What follows belongs to an exercise in optimizing a design on an open flow for small area; a production flow would make more cautious choices. The RTL was checked by simulation tests, not by an equivalence proof against the original design. The flow treats the clock pin as an ideal source, which a real chip does not have. Power figures rest on the tool's default switching activity, not on a simulated workload.

== run 1 ==
==> module trsq_bus_fabric, before the edit <==
module trsq_bus_fabric (
  input  logic        clk,
  input  logic        reset_n,
  input  logic [7:0]  cpu_addr,
  input  logic [7:0]  cpu_wdata,
  output logic [7:0]  cpu_rdata,
  input  logic        cpu_wr_en,
  input  logic        cpu_rd_en,
  output logic        cpu_stall,
  input  logic [7:0]  cpu_status,
  output logic [7:0]  slv_addr,
  output logic [7:0]  slv_wdata,
  output logic [2:0]  slv_wr_en,
  output logic [2:0]  slv_rd_en,
  input  logic [23:0] slv_rdata,
  input  logic [2:0]  slv_ready,
  output logic        bus_err_irq
);
  logic access;
  assign access = cpu_wr_en | cpu_rd_en;
  logic       ram_sel, slv_any, err_sel, faddr_sel, unmapped;
  logic [2:0] slv_sel;
  assign ram_sel    = ~cpu_addr[7];
  assign slv_sel[0] = cpu_addr[7:2] == 6'b100000;
  assign slv_sel[1] = cpu_addr[7:2] == 6'b100001;
  assign slv_sel[2] = cpu_addr[7:2] == 6'b100100;
  assign slv_any    = |slv_sel;
  assign err_sel    = cpu_addr == 8'hFF;
  assign faddr_sel  = cpu_addr == 8'hFE;
  assign unmapped   = cpu_addr[7] & ~slv_any & ~err_sel & ~faddr_sel;
  assign slv_addr  = cpu_addr;
  assign slv_wdata = cpu_wdata;
  assign slv_wr_en = slv_sel & {3{cpu_wr_en}};
  assign slv_rd_en = slv_sel & {3{cpu_rd_en & ~cpu_wr_en}};
  logic [3:0] wcnt_q;
  logic       pend, abort;
  assign pend      = access & |(slv_sel & ~slv_ready);
  assign abort     = pend & (&wcnt_q);
  assign cpu_stall = pend & ~(&wcnt_q) & reset_n;
  always_ff @(posedge clk or negedge reset_n) begin
    if (!reset_n)                wcnt_q <= 4'd0;
    else if (pend && !(&wcnt_q)) wcnt_q <= wcnt_q + 4'd1;
    else                         wcnt_q <= 4'd0;
  end
  logic       unm_flag_q, to_flag_q, irq_q, fault_ev, err_clr;
  logic [3:0] ecnt_q, ecnt_b;
  logic [7:0] faddr_q;
  assign fault_ev = (access & unmapped) | abort;
  assign err_clr  = cpu_wr_en & err_sel;
  assign ecnt_b   = err_clr ? 4'd0 : ecnt_q;
  always_ff @(posedge clk or negedge reset_n) begin
    if (!reset_n) begin
      unm_flag_q <= 1'b0;
      to_flag_q  <= 1'b0;
      ecnt_q     <= 4'd0;
      faddr_q    <= 8'd0;
      irq_q      <= 1'b0;
    end else begin
      unm_flag_q <= (access & unmapped) | (unm_flag_q & ~err_clr);
      to_flag_q  <= abort | (to_flag_q & ~err_clr);
      ecnt_q     <= (fault_ev && ecnt_b != 4'hF) ? ecnt_b + 4'd1 : ecnt_b;
      if (fault_ev) faddr_q <= cpu_addr;
      irq_q      <= unm_flag_q | to_flag_q;
    end
  end
  assign bus_err_irq = irq_q;
  logic          wr_ram;
  logic [15:0]   col_n;      
  logic [7:0]    grp_n;      
  logic [7:0]    wgrp;       
  logic [63:0]   wdg;        
  logic [127:0]  we_n;       
  logic [1023:0] mem_q, mem_d;
  assign wr_ram = cpu_wr_en & ~cpu_addr[7];
  for (genvar i = 0; i < 16; i++) begin : g_col
    assign col_n[i] = cpu_addr[3:0] != 4'(i);
  end
  for (genvar g = 0; g < 8; g++) begin : g_grp
    assign grp_n[g] = cpu_addr[6:4] != 3'(g);
    assign wgrp[g]  = wr_ram & ~grp_n[g];
    for (genvar b = 0; b < 8; b++) begin : g_wdg
      fab_nor2 u_wdg (.a(~cpu_wdata[b]), .b(~wgrp[g]), .y(wdg[8*g+b]));
    end
  end
  for (genvar w = 0; w < 128; w++) begin : g_word
    if (w == 0) begin : g_status
      assign we_n[w] = 1'b1;
      assign mem_d[7:0] = cpu_status;
    end else begin : g_rw
      assign we_n[w] = ~(wgrp[w/16] & ~col_n[w%16]);
      for (genvar b = 0; b < 8; b++) begin : g_bit
        fab_hold u_hold (.q(mem_q[8*w+b]), .hold(we_n[w]), .d(wdg[8*(w/16)+b]), .load(~col_n[w%16]),
                         .y(mem_d[8*w+b]));
      end
    end
  end
  always_ff @(posedge clk) mem_q <= mem_d;
  logic [7:0] err_q;
  assign err_q = {ecnt_q, 2'b00, to_flag_q, unm_flag_q};
  for (genvar b = 0; b < 8; b++) begin : g_rbit
    logic [7:0] v;
    for (genvar g = 0; g < 8; g++) begin : g_rgrp
      logic [7:0] p;
      for (genvar i = 0; i < 8; i++) begin : g_pair
        fab_rd2 u_rd2 (.d0(mem_q[8*(16*g+2*i)+b]), .s0n(col_n[2*i]),
                       .d1(mem_q[8*(16*g+2*i+1)+b]), .s1n(col_n[2*i+1]), .y(p[i]));
      end
      fab_grp8 u_grp8 (.p(p), .gn(grp_n[g]), .y(v[g]));
    end
    fab_out u_out (.v(v), .a7(cpu_addr[7]), .s(slv_sel), .r({slv_rdata[16+b], slv_rdata[8+b], slv_rdata[b]}),
                   .ab(abort), .es(err_sel), .e(err_q[b]), .fs(faddr_sel), .f(faddr_q[b]),
                   .y(cpu_rdata[b]));
  end
endmodule
==> module fab_out, before the edit <==
module fab_out (input logic [7:0] v, input logic a7, input logic [2:0] s, r,
                input logic ab, es, e, fs, f, output logic y);
  assign y = ~(|v | a7) | (|(s & r)) | ab | (es & e) | (fs & f);
endmodule
Settings: LEC_CHECK=0, CAP_MARGIN=5, CORE_MARGIN=2, CORE_UTILIZATION=65, CTS_BUF_LIST=sky130_fd_sc_hd__clkbuf_8, CTS_CLUSTER_DIAMETER=50, CTS_CLUSTER_SIZE=14, SETUP_SLACK_MARGIN=0.1, SLEW_MARGIN=5, SYNTH_HIERARCHICAL=1; clock period 6.0 ns.
standard.sh (not shown) runs the stock make flow with config.mk's settings and CLKGATE_MAP_FILE= SYNTH_SCRIPT=/design/flow/synth_recipe.tcl, a recipe that flattens the netlist after the stock synthesis.
==> flow/flow/run.sh <==
#!/bin/bash
# Layout flow: the standard flow (standard synthesis unchanged) with three changes:
#  - port buffers use the smallest buffer cell (every port still gets its buffer);
#  - clock tree synthesis without dummy loads, clustered leaf buffers of clkbuf_8;
#  - after clock tree synthesis, cells with slack to spare are downsized (flow/recover.tcl).
# The full output of the flow goes to standard.log; ORFS keeps each step's log under orfs/logs.
set -o pipefail
export BUFFER_PORTS_ARGS="-buffer_cell sky130_fd_sc_hd__buf_1"
export CTS_ARGS="-sink_clustering_enable -repair_clock_nets -sink_clustering_size 16 -sink_clustering_max_diameter 55 -buf_list sky130_fd_sc_hd__clkbuf_8 -dont_use_dummy_load"
export POST_CTS_TCL="$PWD/flow/recover.tcl"
bash standard.sh finish > standard.log 2>&1
==> flow/flow/recover.tcl <==
# Area recovery after clock tree synthesis: downsize cells that have timing slack to
# spare (keeping a setup margin), then legalise the placement again.
estimate_parasitics -placement
report_design_area
repair_timing -recover_power 100 -setup_margin 0.15 -match_cell_footprint -verbose
detailed_placement
check_placement -verbose
report_design_area
## Diff of input files: run 2 against run 1
-- flow/design.v --
<<< run 1, line 69
  logic [7:0]    grp_n;      
  logic [7:0]    wgrp;       
  logic [63:0]   wdg;        
  logic [127:0]  we_n;       
  logic [1023:0] mem_q, mem_d;
  assign wr_ram = cpu_wr_en & ~cpu_addr[7];
>>> run 2, line 69
  logic [7:0]    grp_n;      
  logic [7:0]    wgrp;       
  logic [127:0]  we, we_n;   
  logic [1023:0] mem_q, mem_d;
  assign wr_ram = cpu_wr_en & ~cpu_addr[7];
<<< run 1, line 79
    assign grp_n[g] = cpu_addr[6:4] != 3'(g);
    assign wgrp[g]  = wr_ram & ~grp_n[g];
    for (genvar b = 0; b < 8; b++) begin : g_wdg
      fab_nor2 u_wdg (.a(~cpu_wdata[b]), .b(~wgrp[g]), .y(wdg[8*g+b]));
    end
  end
  for (genvar w = 0; w < 128; w++) begin : g_word
    if (w == 0) begin : g_status
      assign we_n[w] = 1'b1;
      assign mem_d[7:0] = cpu_status;
    end else begin : g_rw
      assign we_n[w] = ~(wgrp[w/16] & ~col_n[w%16]);
      for (genvar b = 0; b < 8; b++) begin : g_bit
        fab_hold u_hold (.q(mem_q[8*w+b]), .hold(we_n[w]), .d(wdg[8*(w/16)+b]), .load(~col_n[w%16]),
                         .y(mem_d[8*w+b]));
      end
>>> run 2, line 78
    assign grp_n[g] = cpu_addr[6:4] != 3'(g);
    assign wgrp[g]  = wr_ram & ~grp_n[g];
  end
  for (genvar w = 0; w < 128; w++) begin : g_word
    if (w == 0) begin : g_status
      assign we[w]   = 1'b0;
      assign we_n[w] = 1'b1;
      assign mem_d[7:0] = cpu_status;
    end else begin : g_rw
      assign we_n[w] = ~(wgrp[w/16] & ~col_n[w%16]);
      assign we[w]   = ~we_n[w];
      for (genvar b = 0; b < 8; b++) begin : g_bit
        fab_hold u_hold (.q(mem_q[8*w+b]), .hold(we_n[w]), .d(cpu_wdata[b]), .load(we[w]),
                         .y(mem_d[8*w+b]));
      end
<<< run 1, line 96
  end
  always_ff @(posedge clk) mem_q <= mem_d;
  logic [7:0] err_q;
  assign err_q = {ecnt_q, 2'b00, to_flag_q, unm_flag_q};
  for (genvar b = 0; b < 8; b++) begin : g_rbit
    logic [7:0] v;
>>> run 2, line 94
  end
  always_ff @(posedge clk) mem_q <= mem_d;
  logic [7:0] ram_rd_n;
  for (genvar b = 0; b < 8; b++) begin : g_rbit
    logic [7:0] v;
<<< run 1, line 108
      fab_grp8 u_grp8 (.p(p), .gn(grp_n[g]), .y(v[g]));
    end
    fab_out u_out (.v(v), .a7(cpu_addr[7]), .s(slv_sel), .r({slv_rdata[16+b], slv_rdata[8+b], slv_rdata[b]}),
                   .ab(abort), .es(err_sel), .e(err_q[b]), .fs(faddr_sel), .f(faddr_q[b]),
                   .y(cpu_rdata[b]));
  end
endmodule
>>> run 2, line 105
      fab_grp8 u_grp8 (.p(p), .gn(grp_n[g]), .y(v[g]));
    end
    assign ram_rd_n[b] = |v;
  end
  logic [7:0] slv_mux;
  always_comb begin
    slv_mux = '0;
    for (int i = 0; i < 3; i++) if (slv_sel[i]) slv_mux = slv_rdata[8*i +: 8];
  end
  always_comb begin
    cpu_rdata = '0;
    if (ram_sel)        cpu_rdata = ~ram_rd_n;
    else if (slv_any)   cpu_rdata = slv_mux | {8{abort}};
    else if (err_sel)   cpu_rdata = {ecnt_q, 2'b00, to_flag_q, unm_flag_q};
    else if (faddr_sel) cpu_rdata = faddr_q;
  end
endmodule
<<< run 1, line 122
  assign y = ~(a | b);
endmodule
module fab_out (input logic [7:0] v, input logic a7, input logic [2:0] s, r,
                input logic ab, es, e, fs, f, output logic y);
  assign y = ~(|v | a7) | (|(s & r)) | ab | (es & e) | (fs & f);
endmodule
module fab_grp8 (input logic [7:0] p, input logic gn, output logic y);
  assign y = (|p) & ~gn;
>>> run 2, line 129
  assign y = ~(a | b);
endmodule
module fab_grp8 (input logic [7:0] p, input logic gn, output logic y);
  assign y = (|p) & ~gn;
--- outcome ---
- The flow did not stop early for run 2: all stages ran, and the layout cleared the timing, design-rule and antenna checks.
- Cmp run 1 and run 2 / core region area / lower: run 1
- Global-route usage: run 2 < run 1
- Going from run 1 to run 2, global-route met3 utilization decreased 0.56 points; number of core rows increased 1; net switching power of the design increased 3.3%; total length of routed met2 wires decreased 1.5%; area after detailed placement decreased 190 um2.
- Relative to run 1, global-route wire length before repair has gone down in run 2.
- Per the comparison of run 2 with run 1, wire length per cell after detailed routing now smaller; wire length stayed essentially flat; global route total overflow about even; die area went up.

## port drivers added, routing unchanged
In the flow no input, the clock included, has a driving cell. The finished layouts below were timed again as built, in two steps.
Step 1: set_driving_cell puts a clkbuf_16 on clk and a buf_2 on each other input, an assumption about the parent block.
Step 2 also shifts input and output timing later by t, the mid clock arrival at the registers, as if the neighbouring blocks saw the same clock.
Slacks: ideal / step 1 / step 2; pairs: ideal / step 1.
run | t, ns | setup WS [ns] | cell pins on the clock port's net
run 1 | 0.739 | 0.135 / 0.113 / 0.113 | 1
run 2 | 0.758 | 0.190 / 0.146 / 0.146 | 1
After both steps setup and hold are still met in every run listed. The setup slack of run 2, which loses most, moves by -0.044 ns with the drivers and by -0.044 ns with both steps.
